This is an optimization exercise on Yosys and OpenROAD, whose aim is small area, not a production implementation.
The RTL was checked by simulation tests, not by an equivalence proof against the original design.
No activity file was given, so power comes from the tool's default toggle rates.

===== design/flow/design.v =====
module pdp8_trace_capture #(
    parameter int unsigned DEPTH  = 64,
    parameter int unsigned WORD_W = 12,
    parameter int unsigned LOST_W = 16
) (
    input  logic                     clk,
    input  logic                     reset,
    input  logic                     trace_en,
    input  logic                     mode_wrap,
    input  logic                     inst_valid,
    input  logic [WORD_W-1:0]        inst_pc,
    input  logic [WORD_W-1:0]        inst_ir,
    input  logic [WORD_W-1:0]        inst_ac,
    input  logic                     inst_lk,
    input  logic                     mem_valid,
    input  logic [WORD_W-1:0]        mem_addr,
    input  logic [WORD_W-1:0]        mem_data,
    input  logic                     mem_we,
    input  logic                     mem_ifetch,
    input  logic                     br_valid,
    input  logic [WORD_W-1:0]        br_pc,
    input  logic [WORD_W-1:0]        br_target,
    input  logic [1:0]               br_kind,
    input  logic                     br_taken,
    output logic                     out_valid,
    input  logic                     out_ready,
    output logic [2+3*WORD_W+4-1:0]  out_data,
    output logic [$clog2(DEPTH):0]   count,
    output logic [LOST_W-1:0]        lost_count
);
    localparam int unsigned PTR_W = $clog2(DEPTH);
    localparam int unsigned NS    = DEPTH + 1;            
    localparam int unsigned POS_W = $clog2(NS);           
    localparam int unsigned W     = 2 + 3 * WORD_W;       
    localparam int unsigned HI_W  = 3 * WORD_W + 1;       
    localparam int unsigned HM_W  = 2 * WORD_W + 2;       
    localparam int unsigned HB_W  = 2 * WORD_W + 3;       
    localparam logic [PTR_W:0] FULL_CNT = (PTR_W + 1)'(DEPTH);
    localparam logic [1:0] CH_INST = 2'd0;
    localparam logic [1:0] CH_MEM  = 2'd1;
    localparam logic [1:0] CH_BR   = 2'd2;
    logic [2:0]         hold_v_q, hold_v_d;
    logic [HI_W-1:0]    hold_i_q;
    logic [HM_W-1:0]    hold_m_q;
    logic [HB_W-1:0]    hold_b_q;
    logic [1:0]         rr_q, rr_d;
    logic [PTR_W:0]     count_q, count_d;
    logic [LOST_W-1:0]  lost_q, lost_d;
    logic [POS_W-1:0]   rd_q, rd_d, wp_q, wp_d;
    logic               phase_q;
    logic [7:0]         rlo_q, rlo_d;             
    logic [8:0]         rhi_q, rhi_d;             
    logic [2:0]         ev_valid, load;
    logic               full, pop, push_ok, push, overwrite;
    logic [5:0]         prio;
    logic [1:0]         gnt_ch;
    logic [2:0]         gnt_oh;
    logic [2:0]         lost_inc;
    logic [LOST_W:0]    lost_sum;
    assign ev_valid = {br_valid & trace_en, mem_valid & trace_en, inst_valid & trace_en};
    assign full    = (count_q == FULL_CNT);
    assign pop     = (count_q != '0) & out_ready;
    assign push_ok = ~full | pop | mode_wrap;
    always_comb begin
        case (rr_q)
            CH_INST: prio = {CH_BR, CH_MEM, CH_INST};
            CH_MEM:  prio = {CH_INST, CH_BR, CH_MEM};
            default: prio = {CH_MEM, CH_INST, CH_BR};
        endcase
        gnt_ch = prio[1:0];
        if (hold_v_q[prio[1:0]])      gnt_ch = prio[1:0];
        else if (hold_v_q[prio[3:2]]) gnt_ch = prio[3:2];
        else                          gnt_ch = prio[5:4];
        push      = push_ok & (|hold_v_q);
        gnt_oh    = push ? (3'b001 << gnt_ch) : 3'b000;
        overwrite = push & full & ~pop;
    end
    always_comb begin
        hold_v_d = hold_v_q;
        lost_inc = overwrite ? 3'd1 : 3'd0;
        for (int i = 0; i < 3; i++) begin
            load[i] = 1'b0;
            if (gnt_oh[i]) hold_v_d[i] = 1'b0;
            if (ev_valid[i]) begin
                if (!hold_v_q[i] || gnt_oh[i]) begin
                    hold_v_d[i] = 1'b1;
                    load[i]     = 1'b1;
                end else begin
                    lost_inc = lost_inc + 3'd1;
                end
            end
        end
        rr_d    = push ? ((gnt_ch == CH_BR) ? CH_INST : gnt_ch + 2'd1) : rr_q;
        count_d = count_q;
        if (push && !pop && !full) count_d = count_q + (PTR_W + 1)'(1);
        else if (pop && !push)     count_d = count_q - (PTR_W + 1)'(1);
        lost_sum = {1'b0, lost_q} + {{(LOST_W - 2){1'b0}}, lost_inc};
        lost_d   = lost_sum[LOST_W] ? {LOST_W{1'b1}} : lost_sum[LOST_W-1:0];
    end
    function automatic logic [POS_W-1:0] step(input logic [POS_W-1:0] p, input logic two);
        logic [POS_W:0] s;
        s = {1'b0, p} + (POS_W + 1)'(1) + (POS_W + 1)'(two);
        if (s >= (POS_W + 1)'(NS)) s = s - (POS_W + 1)'(NS);
        step = s[POS_W-1:0];
    endfunction
    assign rd_d = step(rd_q, pop | overwrite);
    assign wp_d = step(wp_q, push);
    assign rlo_d = 8'b1 << rd_d[2:0];
    assign rhi_d = (count_d != '0) ? (9'b1 << rd_d[POS_W-1:3]) : 9'b0;
    always_ff @(posedge clk) begin
        if (reset) begin
            hold_v_q <= '0;
            rr_q     <= CH_INST;
            count_q  <= '0;
            lost_q   <= '0;
            rd_q     <= '0;
            rlo_q    <= '0;
            rhi_q    <= '0;
            wp_q     <= POS_W'(1);
            phase_q  <= 1'b0;
        end else begin
            hold_v_q <= hold_v_d;
            rr_q     <= rr_d;
            count_q  <= count_d;
            lost_q   <= lost_d;
            rd_q     <= rd_d;
            rlo_q    <= rlo_d;
            rhi_q    <= rhi_d;
            wp_q     <= wp_d;
            phase_q  <= ~phase_q;
        end
    end
    always_ff @(posedge clk) begin
        if (load[0]) hold_i_q <= {inst_lk, inst_pc, inst_ir, inst_ac};
        if (load[1]) hold_m_q <= {mem_we, mem_addr, mem_data, mem_ifetch};
        if (load[2]) hold_b_q <= {br_taken, br_pc, br_target, br_kind};
    end
    logic [W-1:0] wdata, wbus;
    logic [2:0][W-1:0] bus;
    logic [NS-1:0] wdec, nwe;
    logic [NS-1:0][W-1:0] ring_q, ring_d;
    always_comb begin
        wdata = '0;
        if (gnt_oh[0]) wdata = wdata | {1'b1, hold_i_q};
        if (gnt_oh[1]) wdata = wdata | {1'b0, hold_m_q[HM_W-1:1], 8'b0, 2'd1, hold_m_q[0], 1'b0};
        if (gnt_oh[2]) wdata = wdata | {1'b0, hold_b_q[HB_W-1:2], 8'b0, 2'd2, hold_b_q[1:0]};
    end
    assign wbus = wdata ^ {W{phase_q}};
    function automatic int color(input int i);
        color = (i == NS - 1) ? 2 : (i % 2);
    endfunction
    always_comb begin
        for (int c = 0; c < 3; c++) bus[c] = '0;
        for (int i = 0; i < NS; i++) begin
            wdec[i] = (wp_q == POS_W'(i));
            if (push && wdec[i]) bus[color(i)] = wbus;
        end
        for (int i = 0; i < NS; i++)
            nwe[i] = ~(wdec[i] | (push & wdec[(i + NS - 1) % NS]));
        for (int i = 0; i < NS; i++)
            ring_d[i] = ~(({W{nwe[i]}} | bus[color(i)]) & ring_q[(i + NS - 1) % NS]);
    end
    always_ff @(posedge clk) begin
        ring_q <= ring_d;
    end
    logic [NS-1:0] rseln;
    logic [W-1:0]  z, rent;
    logic          pv;
    always_comb begin
        for (int i = 0; i < NS; i++)
            rseln[i] = ~(rlo_q[i % 8] & rhi_q[i / 8]);
    end
    for (genvar b = 0; b < W; b++) begin : g_col
        logic [NS-1:0] d;
        for (genvar i = 0; i < NS; i++) begin : g_d
            assign d[i] = ring_q[i][b];
        end
        pdp8_trace_rdcol u_col (.seln(rseln), .d(d), .z(z[b]));
    end
    assign pv   = ~phase_q & out_valid;
    assign rent = z ^ {W{pv}};
    assign out_valid  = (count_q != '0);
    assign out_data   = {rent[37] ? 2'b00 : rent[3:2],
                         rent[35:12],
                         rent[11:4], rent[37] ? rent[3:0] : 4'b0000,
                         rent[36], rent[37] ? 2'b00 : rent[1:0], 1'b0};
    assign count      = count_q;
    assign lost_count = lost_q;
endmodule
module pdp8_trace_rdcol (
    input  logic [64:0] seln,
    input  logic [64:0] d,
    output logic        z
);
    logic [31:0] p;
    logic [15:0] q;
    logic [3:0]  r;
    logic [2:0]  s;
    for (genvar j = 0; j < 32; j++) begin : g_p
        pdp8_trace_o22ai u_p (.a1(seln[2*j]), .a2(d[2*j]), .b1(seln[2*j+1]), .b2(d[2*j+1]), .y(p[j]));
    end
    for (genvar k = 0; k < 16; k++) begin : g_q
        pdp8_trace_nor2 u_q (.a(p[2*k]), .b(p[2*k+1]), .y(q[k]));
    end
    for (genvar m = 0; m < 4; m++) begin : g_r
        pdp8_trace_nand4 u_r (.a(q[4*m]), .b(q[4*m+1]), .c(q[4*m+2]), .d(q[4*m+3]), .y(r[m]));
    end
    pdp8_trace_nor2  u_s0 (.a(r[0]), .b(r[1]), .y(s[0]));
    pdp8_trace_nor2  u_s1 (.a(r[2]), .b(r[3]), .y(s[1]));
    pdp8_trace_or2   u_s2 (.a(seln[64]), .b(d[64]), .y(s[2]));
    pdp8_trace_nand3 u_z  (.a(s[0]), .b(s[1]), .c(s[2]), .y(z));
endmodule
module pdp8_trace_o22ai (input logic a1, a2, b1, b2, output logic y);
    assign y = ~((a1 | a2) & (b1 | b2));
endmodule
module pdp8_trace_nor2 (input logic a, b, output logic y);
    assign y = ~(a | b);
endmodule
module pdp8_trace_or2 (input logic a, b, output logic y);
    assign y = a | b;
endmodule
module pdp8_trace_nand3 (input logic a, b, c, output logic y);
    assign y = ~(a & b & c);
endmodule
module pdp8_trace_nand4 (input logic a, b, c, d, output logic y);
    assign y = ~(a & b & c & d);
endmodule

===== design/flow/flow/run.sh =====
#!/bin/bash
# The standard layout, with the smallest plain buffer for the port buffers
# (one buffer on every input and output port, as the standard flow places them).
set -euo pipefail
bash standard.sh BUFFER_PORTS_ARGS="-buffer_cell sky130_fd_sc_hd__buf_1" finish > standard_make.log 2>&1

===== design/flow/standard.sh =====
#!/bin/bash
# synth_recipe.tcl (not shown) runs the flow's synth.tcl, then flattens the netlist and writes it again
# the make line also repeats each setting of config.mk as NAME=value (left out here)
make -C /OpenROAD-flow-scripts/flow DESIGN_CONFIG=/design/flow/config.mk WORK_HOME=/design/flow/orfs CLKGATE_MAP_FILE= SYNTH_SCRIPT=/design/flow/synth_recipe.tcl "${@:-finish}"

===== design/flow/config.mk =====
export PLATFORM = sky130hd
export DESIGN_NAME = pdp8_trace_capture
export DESIGN_NICKNAME = pdp8_trace_capture
export VERILOG_FILES = /design/flow/design.v
export SDC_FILE = /design/flow/constraint.sdc
export NUM_CORES = 4
export LEC_CHECK = 0
export CAP_MARGIN = 20
export CORE_MARGIN = 2
export CORE_UTILIZATION = 50
export CTS_BUF_LIST = sky130_fd_sc_hd__clkbuf_8
export CTS_CLUSTER_DIAMETER = 80
export CTS_CLUSTER_SIZE = 16
export PLACE_DENSITY = 0.65
export SLEW_MARGIN = 20
export SYNTH_HIERARCHICAL = 1
export SYNTH_MINIMUM_KEEP_SIZE = 0

===== design/flow/constraint.sdc =====
create_clock -name core_clock -period 6.0 [get_ports {clk}]
set_input_delay 1.2000 -clock core_clock [delete_from_list [all_inputs] [get_ports {clk}]]
set_output_delay 1.2000 -clock core_clock [all_outputs]
set_load 0.01 [all_outputs]

==> results of run 1 <==
==> through the flow <==
stage,instances,area (um2),hold WS (ps),utilization
after CTS,10900,91100,286,0.537
final,11000,91100,355,0.537
after global routing,10900,91100,315,0.537
after global placement,10700,88300,370,0.521
after detailed placement,10700,88400,369,0.521
after floorplan,8651,85600,359,-
==> cell families (layout without fill, tap and decap cells) <==
family | count (synthesis) | in the layout | share of synthesized area
buffers and inverters | 651 | 728 | 0.0397
adders and majority gates | 17 | 17 | 0.00257
and+or+nand+nor | 1432 | 1432 | 0.0751
other | 1 | 7 | 0.0000438
xor gates and xnor gates | 101 | 101 | 0.0120
AOI/OAI and AO/OA | 3818 | 3818 | 0.246
DFF | 2620 | 2620 | 0.624
muxes | 11 | 11 | 0.00135
==> per-module statistics from Yosys (local to each module, per instance), a selection <==
module	flops+latches	cells
pdp8_trace_o22ai	0	1
pdp8_trace_nor2	0	1
pdp8_trace_nand4	0	1
pdp8_trace_capture	2620	6523
pdp8_trace_or2	0	1
pdp8_trace_nand3	0	1
==> power breakdown <==
part / total, uW / internal (uW) / switching [uW]
Sequential: 28300 / 24600 / 3690
Combinational: 7710 / 2890 / 4820
Clock: 8300 / 2830 / 5470
==> flip-flops by register name, summed over array words and instances, names as in the netlist <==
name and flops:
ring_q 2470, hold_i_q 37, hold_b_q 27, hold_m_q 26, lost_q 16, rhi_q 9
rlo_q 8, count_q 7, rd_q 7, wp_q 7, hold_v_q 3, rr_q 2
phase_q 1
==> area by class of cell <==
cell class                      count  area, um2  area share
Inverter                           76        285     0.00313
Tap cell                         2218       2780      0.0305
Antenna cell                        6       15.0    0.000165
Clock inverter                     22        141     0.00155
Multi-Input combinational cell   5380      29200       0.320
Timing Repair Buffer              443       2780      0.0305
Sequential cell                  2620      53400       0.586
Clock buffer                      187       2570      0.0282
==> routing by layer <==
layer	wire length, um	vias up	global-route usage
met3	29100	794	0.0602
li1	-	31600	-
met2	130000	4028	0.500
met5	0	-	0
met4	16900	0	0.170
met1	121000	35700	0.439
==> worst max-delay path by stage <==
| stage | from | endpoint | slack [ps] |
|---|---|---|---|
| after detailed placement | out_ready | lost_q[10] | 630 |
| final | rlo_q[4] | out_data[8] | 180 |
| after global placement | out_ready | lost_q[10] | 570 |
| after floorplan | out_ready | lost_q[10] | 330 |
| after global routing | count_q[0] | out_data[33] | 240 |
| after CTS | rlo_q[4] | out_data[8] | 280 |
==> placed cells by master, fill, tap and decap left out, drive strengths merged, types with 24 or more instances in the layout <==
master	n
a21oi	34
buf	442
clkbuf	188
dfxtp	2530
edfxtp	90
inv	90
nand2	218
nand3	67
nand4	190
nor2	820
o21ai	2487
o221ai	28
o22ai	1217
or2	42
xnor2	77
xor2	24
==> impl_results.md, run 1 <==
- Outcome: no timing/DRC/antenna violations
- Clock Pin Slew Worst Setup and Hold Paths: 110 ps
- Stages on the worst setup path: 9
- GRT overflow: 0
- R2R cell count: 22
- Crit path required time: 4800 ps
- 1st-iter DRT viols: 9036
- Yosys top cell area share: 0.592
- Seq/Total Area, Yosys: 0.624
- Worst-path cell chain: nand2_2 > buf_4 > o22ai_1 > nor2_1 > nand4_1 > nor2_1 > nand3_1 > xnor2_1 > buf_1
- Crit path max fanout: 19
- Crit path DAT: 4620 ps
- Vias in the first global route: 69.5k
- Pwr dens: 486 nW/um2
- DRC viols: 0
- Layout cell share with drive strength beyond 1: 0.0804
- Clk Latency, worst-skew pair: 1000 ps
- Seq cells post-synth: 2620
- Measured slew at the worst slew-check pin: 1210 ps
- # IOs: 164
- CTS Buf Count: 182
- RSZ-0062 raised after global routing: no
- Height of the chip: 418 um
- ANT nets after route: 0
- Initial antenna violation count: 2
- Drt wl/cell: 27.1 um
- Die area: 174000 um2
- Final period util: 0.970
- Sink Count: 2620
- Vias: 72.1k
- H-tree depth: 4
- Min-Delay Endpoint: hold_i_q[31]
- Post-DP HPWL: 195000 um
- Layout fillers: 15.3k
- Post-synth top area cell: dfxtp_1
- Slew Viols, Final: 0
- CP peak stage delay: 760 ps
- # nets final: 8818
- CTS tree: yes
- Synth area leaders: dfxtp_1, o22ai_1, o21ai_0
- Most frequent CP cell: nor2_1
- Fin. Hold Viols: 0
- Worst vdd ir: 423 uV
- Max-cap violations: 0
- First-pass GRT wire length: 435000 um
- Cell count after synthesis: 8651
- Cells resized by post-CTS repair: 0
- CP Launch Type: flip-flop
- Rel. slew slack: 0.193
- Syn Nets: 8766
- Worst Hold Depth: 1
- CP bufs+invs: 2
- Hold wc startpoint: inst_pc[7]
- Leak: 0.0337 uW
- Port bufs: 162
- Skew final: 61.8 ps
- Initial Utilization: 0.504
- CTS Hold Buffers Added: 0
- Core Rows: 151
- Most numerous cell in the Yosys netlist: dfxtp_1
- Slowest stage cell, crit path: nand2_2
- Crit Path Class: reg2out
- Top delay family on crit path: simple AND/OR/NAND/NOR gates
- Synth top cells by count: dfxtp_1, o21ai_0, o22ai_1, o21ai_1, nor2_1
- Buffer count from post-CTS setup fixing: 0
- R2R Setup Slk: 850 ps
- Syn. warnings: 7
- Max clock buf depth: 3
- Total power: 44300 uW
- Reg2Reg Capture Point: lost_q[0]
- Dominant synthesized flop cell: dfxtp_1
- Reg2reg start: count_q[0]
- Initial DRT Pass Iterations: 7
- FMAX: 0.172 GHz
- Core ar.: 170000 um2
- EDFF count, synth: 90
- Class of the worst hold path: in2reg
- Synthesis-to-layout area growth: 6.49%
- GP Congestion: 0.924
- Die Wd: 418 um
- Wirelength, routed: 297000 um
- Yosys cell types: 72
- Tmin final: 5820 ps
- Largest net degree at the start of global routing: 43
- Pre-CTS setup slack: 633 ps
- Setup crit end kind: primary output
- Fin Setup TNS: 0 ps
- Final WS setup: 182 ps
- Synth Area per Inst: 9.89 um2
- Clk root buf: clkbuf_8
- Synthesized area: 85600 um2
- Final Setup Violations: 0
- Vias per inst: 6.59
- Share of flip-flops with an asynchronous set or reset: 0
- Total global-route track usage: 0.326
==> run 2: changes to the inputs <==
--- a/design/flow/config.mk
+++ b/design/flow/config.mk
@@ -9,3 +9,3 @@
 export CORE_MARGIN = 2
-export CORE_UTILIZATION = 50
+export CORE_UTILIZATION = 65
 export CTS_BUF_LIST = sky130_fd_sc_hd__clkbuf_8
@@ -13,3 +13,3 @@
 export CTS_CLUSTER_SIZE = 16
-export PLACE_DENSITY = 0.65
+export PLACE_DENSITY = 0.8
 export SLEW_MARGIN = 20
==> run 2 against run 1 <==
Compared with the run above: global-route usage up 6.1 points; clock skew up 7.5 ps; clock-buffer cell count up 2; design area down 0.84%; wire length down 9.0%; largest cell class unchanged; synthesized cell count unchanged; critical path depth up 1; first-iteration DRC count up 9.2%; sequential cell count unchanged; sequential share of layout area up 0.49 points.
==> impl_results.md, run 2 <==
- CP peak stage delay: 710 ps
- Pwr dens: 488 nW/um2
- Reg2Reg Capture Point: lost_q[13]
- Most numerous cell in the Yosys netlist: dfxtp_1
- Crit path required time: 4800 ps
- Syn. warnings: 7
- GRT overflow: 0
- # nets final: 8818
- Synth area leaders: dfxtp_1, o22ai_1, o21ai_0
- Final Util: 0.689
- Post-synth top area cell: dfxtp_1
- CTS Buf Count: 182
- R2R cell count: 21
- Dominant synthesized flop cell: dfxtp_1
- H-tree depth: 4
- Largest register by flop count: ring_q
- Clk root buf: clkbuf_8
- Max reg flops: 2470
- Total global-route track usage: 0.387
- Initial DRT Pass Iterations: 7
- Fin Setup TNS: 0 ps
- Slew Viols, Final: 0
- Yosys cell types: 72
- Vias: 72.6k
- First-pass GRT wire length: 410000 um
- Largest net degree at the start of global routing: 43
- Rel. slew slack: 0.210
- Initial Utilization: 0.653
- Most frequent CP cell: nor2_1
- RSZ-0062 raised after global routing: no
- Crit path DAT: 4560 ps
- Cell count after synthesis: 8651
- Max-cap violations: 0
- Outcome: no timing/DRC/antenna violations
- Largest regs: ring_q: 2470 flops, hold_i_q: 37 flops, hold_b_q: 27 flops
- Fin. Hold Viols: 0
- Tmin final: 5760 ps
- Worst Hold Depth: 1
- # IOs: 164
- Synthesized area: 85600 um2
- ANT nets after route: 0
- Drt wl/cell: 25.7 um
- Wirelength, routed: 270000 um
- 1st-iter DRT viols: 9870
- Worst vdd ir: 461 uV
- Seq/Total Area, Yosys: 0.624
- Cells resized by post-CTS repair: 0
- GP Congestion: 0.963
- Crit path max fanout: 21
- Pre-CTS setup slack: 326 ps
- Post-DP HPWL: 184000 um
- Most frequent cells in the layout: dfxtp_1, o21ai_0, o22ai_1
- R2R Setup Slk: 490 ps
- Crit Path Class: reg2out
- FMAX: 0.173 GHz
- Setup crit end kind: primary output
- Synth top cells by count: dfxtp_1, o21ai_0, o22ai_1, o21ai_1, nor2_1
- Seq cells post-synth: 2620
- Synthesis-to-layout area growth: 5.60%
- Slowest stage cell, crit path: nand2_2
- Final period util: 0.961
- Skew final: 69.3 ps
- Vias in the first global route: 70.7k
- Sink Count: 2620
- Core Rows: 133
- CTS Hold Buffers Added: 0
- Max clock buf depth: 3
- Syn Nets: 8766
- Hold wc startpoint: ring_q[494]
- Initial antenna violation count: 2
- Min-Delay Endpoint: ring_q[532]
- Core ar.: 131000 um2
- CTS tree: yes
- Clock Pin Slew Worst Setup and Hold Paths: 100 ps
- Share of flip-flops with an asynchronous set or reset: 0
- Worst-path cell chain: nand2_2 > buf_4 > o22ai_1 > nor2_1 > nand4_1 > nor2_1 > nand3_1 > or3_1 > nand2_1 > buf_1
- Class of the worst hold path: reg2reg
- Buffer count from post-CTS setup fixing: 0
- Measured slew at the worst slew-check pin: 1180 ps
- Die area: 135000 um2
- Final Setup Violations: 0
- Most common cell after layout, fill and taps aside: dfxtp_1
- Height of the chip: 367 um
- Die Wd: 367 um
- Synth Area per Inst: 9.89 um2
- DRC viols: 0
- EDFF count, synth: 90
- Port bufs: 162
- Reg2reg start: count_q[1]
- Vias per inst: 6.92
- Clk Latency, worst-skew pair: 980 ps
- Final WS setup: 236 ps
- Yosys top cell area share: 0.592
- Leak: 0.0336 uW
- CP Launch Type: flip-flop
- Layout cell share with drive strength beyond 1: 0.0731
[run 2: critical path: cells and delay by family, from the launching register on]
kind / cells / cell delay (ps)
buf+inv: 2 / 580
simple gates: 7 / 2310
flops: 1 / 600
compound gates: 1 / 100
[run 2: metrics by stage]
stage                     power, uW  instances  instance area (um2)  hold WS, ps
final                         44100      10500                90400          365
after global routing          46100      10500                90400          356
after CTS                     43700      10500                90300          334
after detailed placement      35900      10300                87600          367
after global placement        35300      10300                87600          366
after floorplan               32500       8651                85600          359
[run 2: how the worst max path moves through the flow]
| stage | to | startpoint | slack [ps] | depth (start not counted) |
|---|---|---|---|---|
| final | out_data[6] | rhi_q[2] | 240 | 10 |
| after detailed placement | lost_q[1] | out_ready | 330 | 19 |
| after global routing | rhi_q[1] | count_q[1] | 170 | 20 |
| after global placement | lost_q[1] | out_ready | 340 | 19 |
| after floorplan | lost_q[10] | out_ready | 330 | 21 |
| after CTS | out_data[6] | rhi_q[2] | 390 | 10 |
[run 2: area by class of cell]
cell class,count,area [um2]
diodes,2,5.00
well taps,1755,2200
fillers,10200,40800
repair buffers,443,2750
clock buffers,189,2600
clock inverters,19,128
multi-input cells,5380,29000
flip-flops and latches,2620,53400
inverters,76,285
[run 2: routing by layer]
layer  part of all wire  GRT usage  routed length (um)
met3               0.11     0.0737               29400
met4              0.075      0.252               20300
met5                  0          0                   0
met2               0.44      0.593              118000
met1               0.38      0.503              102000
[run 2: kinds of logic after synthesis]
| kind of cell | Yosys count | synth area share |
|---|---|---|
| xor+xnor | 101 | 0.0120 |
| fa+ha+maj | 17 | 0.00257 |
| mux | 11 | 0.00135 |
| flops | 2620 | 0.624 |
| other cells | 1 | 0.0000438 |
| buf+inv | 651 | 0.0397 |
| compound gates | 3818 | 0.246 |
| simple gates | 1432 | 0.0751 |
[run 2: where the power goes]
| part | switching, uW | internal [uW] |
|---|---|---|
| Combinational | 4680 | 2900 |
| Sequential | 3750 | 24600 |
| Clock | 5320 | 2850 |
| Total | 13800 | 30300 |
[run 2: per-module statistics from Yosys, one instance, submodules excluded, excerpt]
module,times used,cells,flops+latches,cell area [um2]
pdp8_trace_capture,1,6523,2620,74000
pdp8_trace_nand4,152,1,0,6.26
pdp8_trace_or2,38,1,0,6.26
pdp8_trace_nand3,38,1,0,5.00
pdp8_trace_nor2,684,1,0,3.75
pdp8_trace_o22ai,1216,1,0,6.26
==> run 3: changes to the inputs <==
--- a/design/flow/config.mk
+++ b/design/flow/config.mk
@@ -9,3 +9,3 @@
 export CORE_MARGIN = 2
-export CORE_UTILIZATION = 65
+export CORE_UTILIZATION = 58
 export CTS_BUF_LIST = sky130_fd_sc_hd__clkbuf_8
@@ -13,3 +13,3 @@
 export CTS_CLUSTER_SIZE = 16
-export PLACE_DENSITY = 0.8
+export PLACE_DENSITY = 0.72
 export SLEW_MARGIN = 20
==> run 3 against run 2 <==
Compared with the run above: still clean; hold slack worse by 3.8 ps; design area increased by 0.18%; non-clock buffer count fell by 26; cell count up 1.3%; critical path depth down 1; sequential power hardly changed.
==> impl_results.md, run 3 <==
- Final Setup Violations: 0
- Measured slew at the worst slew-check pin: 1240 ps
- Initial Utilization: 0.586
- Synthesized area: 85600 um2
- GP Congestion: 0.988
- Setup crit end kind: primary output
- Leak: 0.0335 uW
- Critical path origin: rlo_q[7]
- Post-synth top area cell: dfxtp_1
- ANT nets after route: 0
- Reg2Reg Capture Point: lost_q[1]
- Synth Area in XOR/XNOR: 0.0120
- RSZ-0062 raised after global routing: no
- Worst vdd ir: 492 uV
- 1st-iter DRT viols: 9480
- Fin Setup TNS: 0 ps
- Combinational power share: 0.176
- Clk root buf: clkbuf_8
- Synth Area in Simple Gates: 0.0751
- Vias per inst: 6.83
- Fin. Hold Viols: 0
- CP Launch Type: flip-flop
- Worst Hold Depth: 1
- Cell count after synthesis: 8651
- Mux share of post-synthesis cell area: 0.00135
- Largest regs: ring_q: 2470 flops, hold_i_q: 37 flops, hold_b_q: 27 flops
- Synth top cells by count: dfxtp_1, o21ai_0, o22ai_1, o21ai_1, nor2_1
- Buffer count from post-CTS setup fixing: 0
- Max-cap violations: 0
- Worst Setup EP: out_data[3]
- Sequential power share: 0.638
- Synthesis-to-layout area growth: 5.78%
- Synth Area in Compound Gates: 0.246
- Tmin final: 5840 ps
- Pwr dens: 489 nW/um2
- Largest net degree at the start of global routing: 44
- Class of the worst hold path: reg2reg
- Worst-path cell chain: nand2_2 > buf_4 > o22ai_1 > nor2_1 > nand4_1 > nor2_1 > nand3_1 > xnor2_1 > buf_1
- Largest register by flop count: ring_q
- Storage cell area: 53400 um2
- Height of the chip: 388 um
- Syn. warnings: 7
- Layout cell share with drive strength beyond 1: 0.0753
- Syn Nets: 8766
- Wirelength, routed: 287000 um
- Crit path required time: 4800 ps
- Seq/Total Area, Yosys: 0.624
- Outcome: no timing/DRC/antenna violations
- Yosys cell types: 72
- Slowest stage cell, crit path: nand2_2
- H-tree depth: 4
- Crit path DAT: 4640 ps
- Internal Power: 30300 uW
- Share of flip-flops with an asynchronous set or reset: 0
- Die Wd: 388 um
- EDFF count, synth: 90
- CTS tree: yes
- Cells resized by post-CTS repair: 0
- FMAX: 0.171 GHz
- Most common cell after layout, fill and taps aside: dfxtp_1
- Core ar.: 146000 um2
- Most frequent CP cell: nor2_1
- Clock share of power: 0.186
- Synth Area in Adders: 0.00257
- Most frequent cells in the layout: dfxtp_1, o21ai_0, o22ai_1
- Max clock buf depth: 3
- Synth area leaders: dfxtp_1, o22ai_1, o21ai_0
- Synth Area per Inst: 9.89 um2
- Worst hold slack: 361 ps
- DRC viols: 0
- GRT overflow: 0
- Max reg flops: 2470
- Initial antenna violation count: 1
- Area of the multi-input gates: 29200 um2
- # nets final: 8791
- Switching part of the total power: 0.315
- Post-DP HPWL: 186000 um
- Clk Latency, worst-skew pair: 990 ps
- Final period util: 0.973
- First-pass GRT wire length: 425000 um
- Core Rows: 140
- Dominant synthesized flop cell: dfxtp_1
- Sink Count: 2620
- Reg2reg start: count_q[1]
- Vias in the first global route: 69.7k
- Initial DRT Pass Iterations: 8
- Slew Viols, Final: 0
- Largest family of logic cells by synthesized area: compound AO/OA/AOI/OAI gates
- Yosys top cell area share: 0.592
- Die area: 151000 um2
- Total global-route track usage: 0.365
- R2R Setup Slk: 590 ps
- R2R cell count: 21
- Crit path max fanout: 24
- Crit Path Class: reg2out
- CP peak stage delay: 890 ps
- # IOs: 164
- CTS Hold Buffers Added: 0
- Vias: 72.5k
- Seq cells post-synth: 2620
- Psw: 14000 uW
- Port bufs: 162
- Skew final: 55.4 ps
- Layout fillers: 12.2k
- Rel. slew slack: 0.173
- Most numerous cell in the Yosys netlist: dfxtp_1
- Drt wl/cell: 27.1 um
- CTS Buf Count: 181
- Clock Pin Slew Worst Setup and Hold Paths: 110 ps
run 3: changes by cell type in the layout (fill, tap and decap cells not counted), sizes merged:
cell,delta
bufinv,+1
buf,-26
clkbuf,-2
clkinvlp,+4
inv,-5
run 3: worst min path at each step:
stage	from	end
after detailed placement	ring_q[2423]	ring_q[2461]
after global routing	br_pc[4]	hold_b_q[18]
after floorplan	ring_q[2394]	ring_q[2432]
after CTS	br_pc[11]	hold_b_q[25]
final	ring_q[2401]	ring_q[2439]
after global placement	ring_q[2423]	ring_q[2461]
run 3: power by group through the flow:
stage | Combinational (uW) | Clock (uW) | Sequential (uW)
floorplan | 5290 | 0 | 27300
global placement | 7240 | 0 | 28300
detailed placement | 7530 | 0 | 28500
CTS | 7540 | 8240 | 28100
global route | 8410 | 8880 | 29000
finish | 7810 | 8230 | 28300
run 3: kinds of logic (layout without fill, tap and decap cells):
group,after synthesis,count (layout)
AO/OA/AOI/OAI,3818,3818
XOR/XNOR,101,101
adder cells (fa/ha/maj),17,17
buffers and inverters,651,699
flip-flops,2620,2620
multiplexers,11,11
other,1,3
AND/OR/NAND/NOR,1432,1432
run 3: routing by layer:
metal  up-vias  routed length [um]  global-route usage
met2      4660              124000               0.552
met5         -                   0             0.00191
met4         0               19300               0.221
met3      1011               32000              0.0694
met1     35300              112000               0.486
li1      31500                   -                   -
run 3: critical path, delay by kind of cell (launching register included):
kind | cells | cell delay [ps]
xor gates and xnor gates | 1 | 660
AOI/OAI and AO/OA | 1 | 110
DFF | 1 | 590
and+or+nand+nor | 5 | 1620
buffers and inverters | 2 | 670
run 3: final cells by class:
type                       count  share of cell area
clock inverter                19             0.00156
sequential                  2620               0.589
antenna                        2           0.0000553
tap                         1917              0.0265
multi-input combinational   5380               0.322
inverter                      76             0.00315
clock buffer                 187              0.0284
timing repair buffer         417              0.0287
run 3: Yosys stat by module (local to each module, per instance), excerpt:
module              times used  cells  cell area, um2
pdp8_trace_or2              38      1            6.26
pdp8_trace_nand4           152      1            6.26
pdp8_trace_o22ai          1216      1            6.26
pdp8_trace_nor2            684      1            3.75
pdp8_trace_nand3            38      1            5.00
pdp8_trace_capture           1   6523           74000
run 3: stage by stage:
stage / power [uW] / util / cell area (um2) / setup slack (ps) / std cells
after CTS: 43900 / 0.619 / 90500 / 357 / 10600
after global placement: 35500 / 0.600 / 87700 / 517 / 10400
after floorplan: 32500 / - / 85600 / 333 / 8651
final: 44300 / 0.620 / 90500 / 161 / 10600
after detailed placement: 36000 / 0.601 / 87700 / 522 / 10400
after global routing: 46300 / 0.620 / 90500 / 165 / 10600
==> run 4: changes to the inputs <==
--- a/design/flow/config.mk
+++ b/design/flow/config.mk
@@ -12,3 +12,3 @@
 export CTS_CLUSTER_DIAMETER = 80
-export CTS_CLUSTER_SIZE = 16
+export CTS_CLUSTER_SIZE = 14
 export PLACE_DENSITY = 0.72
==> run 4 against run 3 <==
Compared with the run above: clock power up 4.6%; non-clock buffer count unchanged; sequential cell count unchanged; critical path depth unchanged; global-route usage up 0.14 points; cell count up 0.24%; total power up 0.87%; wire length up 0.24%; die area unchanged; register-to-register slack better by 20 ps; clock-buffer cell count up 20; critical path type unchanged; critical endpoint is now out_data[5]; largest power group unchanged.
==> impl_results.md, run 4 <==
- Worst-path cell chain: nand2_2 > o22ai_1 > nor2_1 > nand4_1 > nor2_1 > nand3_1 > or3_1 > o21ai_0 > buf_1
- 1st-iter DRT viols: 9120
- Most common cell after layout, fill and taps aside: dfxtp_1
- Max-cap violations: 0
- Synth Area per Inst: 9.89 um2
- Syn. warnings: 7
- Wirelength, routed: 288000 um
- CTS Hold Buffers Added: 0
- Fin Setup TNS: 0 ps
- CP bufs+invs: 1
- Reg2reg start: count_q[1]
- Hold wc startpoint: br_pc[11]
- Top delay family on crit path: simple AND/OR/NAND/NOR gates
- Largest net degree at the start of global routing: 44
- Post-synth top area cell: dfxtp_1
- Slowest stage cell, crit path: nand2_2
- Initial Utilization: 0.586
- Share of flip-flops with an asynchronous set or reset: 0
- Skew final: 64.3 ps
- Rel. slew slack: 0.167
- Port bufs: 162
- Max clock buf depth: 3
- Sink Count: 2620
- Most numerous cell in the Yosys netlist: dfxtp_1
- FMAX: 0.168 GHz
- Worst vdd ir: 467 uV
- CP peak stage delay: 870 ps
- Most frequent CP cell: nor2_1
- Seq cells post-synth: 2620
- Dominant synthesized flop cell: dfxtp_1
- H-tree depth: 4
- Crit path DAT: 4760 ps
- Total global-route track usage: 0.366
- CP Launch Type: flip-flop
- Clk Latency, worst-skew pair: 1000 ps
- Largest register by flop count: ring_q
- Crit Path Class: reg2out
- Layout cell share with drive strength beyond 1: 0.0781
- Clk root buf: clkbuf_8
- Yosys cell types: 72
- Height of the chip: 388 um
- EDFF count, synth: 90
- Post-DP HPWL: 186000 um
- Synth area leaders: dfxtp_1, o22ai_1, o21ai_0
- CTS tree: yes
- Cells resized by post-CTS repair: 0
- Largest regs: ring_q: 2470 flops, hold_i_q: 37 flops, hold_b_q: 27 flops
- # nets final: 8815
- Core ar.: 146000 um2
- Die Wd: 388 um
- Core Rows: 140
- Fin. Hold Viols: 0
- First-pass GRT wire length: 426000 um
- Crit path required time: 4800 ps
- GP Congestion: 0.988
- Vias: 72.6k
- Synth top cells by count: dfxtp_1, o21ai_0, o22ai_1, o21ai_1, nor2_1
- Slew Viols, Final: 0
- Vias in the first global route: 70.0k
- Vias per inst: 6.82
- Crit path max fanout: 24
- Layout fillers: 12.2k
- # IOs: 164
- GRT overflow: 0
- Synthesized area: 85600 um2
- Buffer count from post-CTS setup fixing: 0
- Leak: 0.0337 uW
- Pwr dens: 492 nW/um2
- Max reg flops: 2470
- Tmin final: 5960 ps
- Clock Pin Slew Worst Setup and Hold Paths: 90 ps
- RSZ-0062 raised after global routing: no
- Cell area after layout: 90800 um2
- CTS Buf Count: 205
- Final period util: 0.994
- Syn Nets: 8766
- Outcome: no timing/DRC/antenna violations
- Class of the worst hold path: in2reg
- ANT nets after route: 0
- DRC viols: 0
- Synthesis-to-layout area growth: 6.13%
- Cell count after synthesis: 8651
- Drt wl/cell: 27.1 um
- Setup crit end kind: primary output
- Final Setup Violations: 0
- Critical path origin: rlo_q[7]
- Most frequent cells in the layout: dfxtp_1, o21ai_0, o22ai_1
- Measured slew at the worst slew-check pin: 1250 ps
- Die area: 151000 um2
- Yosys top cell area share: 0.592
- Initial DRT Pass Iterations: 8
- Seq/Total Area, Yosys: 0.624
- Placed cell areas: 87700 um2
- Initial antenna violation count: 2
[run 4: cell counts after synthesis]
No cell type changed its count.
[run 4: layout make-up]
cell class              count  area [um2]  area share
well taps                1917        2400      0.0264
clock inverters            25         165     0.00182
inverters                  76         285     0.00314
flip-flops and latches   2620       53400       0.588
repair buffers            417        2600      0.0286
clock buffers             207        2850      0.0314
diodes                      2        5.00   0.0000551
multi-input cells        5380       29200       0.321
[run 4: routing by layer]
metal	global-route usage	vias to the layer above	routed length [um]
met4	0.220	0	19200
met2	0.555	4707	125000
met5	0.00191	-	0
met3	0.0708	1012	32000
li1	-	31600	-
met1	0.487	35300	112000
[run 4: per-stage QoR]
step	cells	setup WS, ps	utilization	hold WS, ps	power, uW
6_report	10600	37.1	0.622	374	44700
5_1_grt	10600	150	0.622	345	46700
4_1_cts	10600	318	0.621	308	44300
3_5_place_dp	10400	522	0.601	368	36000
3_3_place_gp	10400	517	0.600	370	35500
2_1_floorplan	8651	333	-	359	32500
[run 4: logic make-up after synthesis]
logic type / count (synthesis) / share of synthesized area
other: 1 / 0.0000438
AO/OA/AOI/OAI: 3818 / 0.246
XOR/XNOR: 101 / 0.0120
multiplexers: 11 / 0.00135
AND/OR/NAND/NOR: 1432 / 0.0751
flip-flops: 2620 / 0.624
adder cells (fa/ha/maj): 17 / 0.00257
buffers and inverters: 651 / 0.0397
[run 4: worst reg2reg max path: cells and delay by family (launching register included)]
family                     cells  cell delay, ps
AOI/OAI and AO/OA              3             500
xor gates and xnor gates       1             170
adders and majority gates      5            1230
buffers and inverters          4             430
DFF                            1             400
muxes                          2             550
and+or+nand+nor                6            2030
[run 4: modules after synthesis, one instance, submodules excluded, a selection]
module	flops+latches	copies in the design	cell area [um2]	cells
pdp8_trace_o22ai	0	1216	6.26	1
pdp8_trace_nand3	0	38	5.00	1
pdp8_trace_nand4	0	152	6.26	1
pdp8_trace_nor2	0	684	3.75	1
pdp8_trace_or2	0	38	6.26	1
pdp8_trace_capture	2620	1	74000	6523
[run 4: path summary, 6_finish.rpt]
kind         slack, ps  cells after the start           end
min                370                      1  hold_b_q[25]
max reg2reg        610                     21     lost_q[1]
min reg2reg        380                      1  ring_q[2131]
max                 40                      9   out_data[5]
[run 4: power by group]
group	switching, uW	total [uW]	internal, uW
Sequential	3680	28300	24600
Clock	5500	8610	3110
Combinational	4900	7800	2900
Total	14100	44700	30600

==> port drivers added, routing unchanged <==
The results above use ideal ports. As a check the final layouts listed here were re-extracted and re-timed, cells and wires unchanged. Step 1, drivers: a clkbuf_16 drives clk and a buf_2 each remaining input, both assumed. Step 2 times the ports against the registers' clock, not the clock port: input delays grow and output delays shrink by t, the midpoint of the rising clock arrivals with the driver on. Three values: ideal, step 1, step 2; two values: the first two.
run | shift t [ns] | slack for setup (ns) | latest minus earliest clock arrival (ns) | worst register clock-pin slew, ns | pins driven straight from the clock port
run 1 | 1.059 | 0.182 / 0.100 / 0.593 | 0.082 / 0.082 | 0.11 / 0.11 | 1
run 2 | 1.017 | 0.236 / 0.163 / 0.278 | 0.070 / 0.070 | 0.11 / 0.11 | 1
run 3 | 1.036 | 0.161 / 0.087 / 0.467 | 0.057 / 0.057 | 0.11 / 0.11 | 1
run 4 | 1.050 | 0.037 / -0.043 / 0.459 | 0.065 / 0.065 | 0.10 / 0.10 | 1
After both steps setup and hold are still met in every run listed.
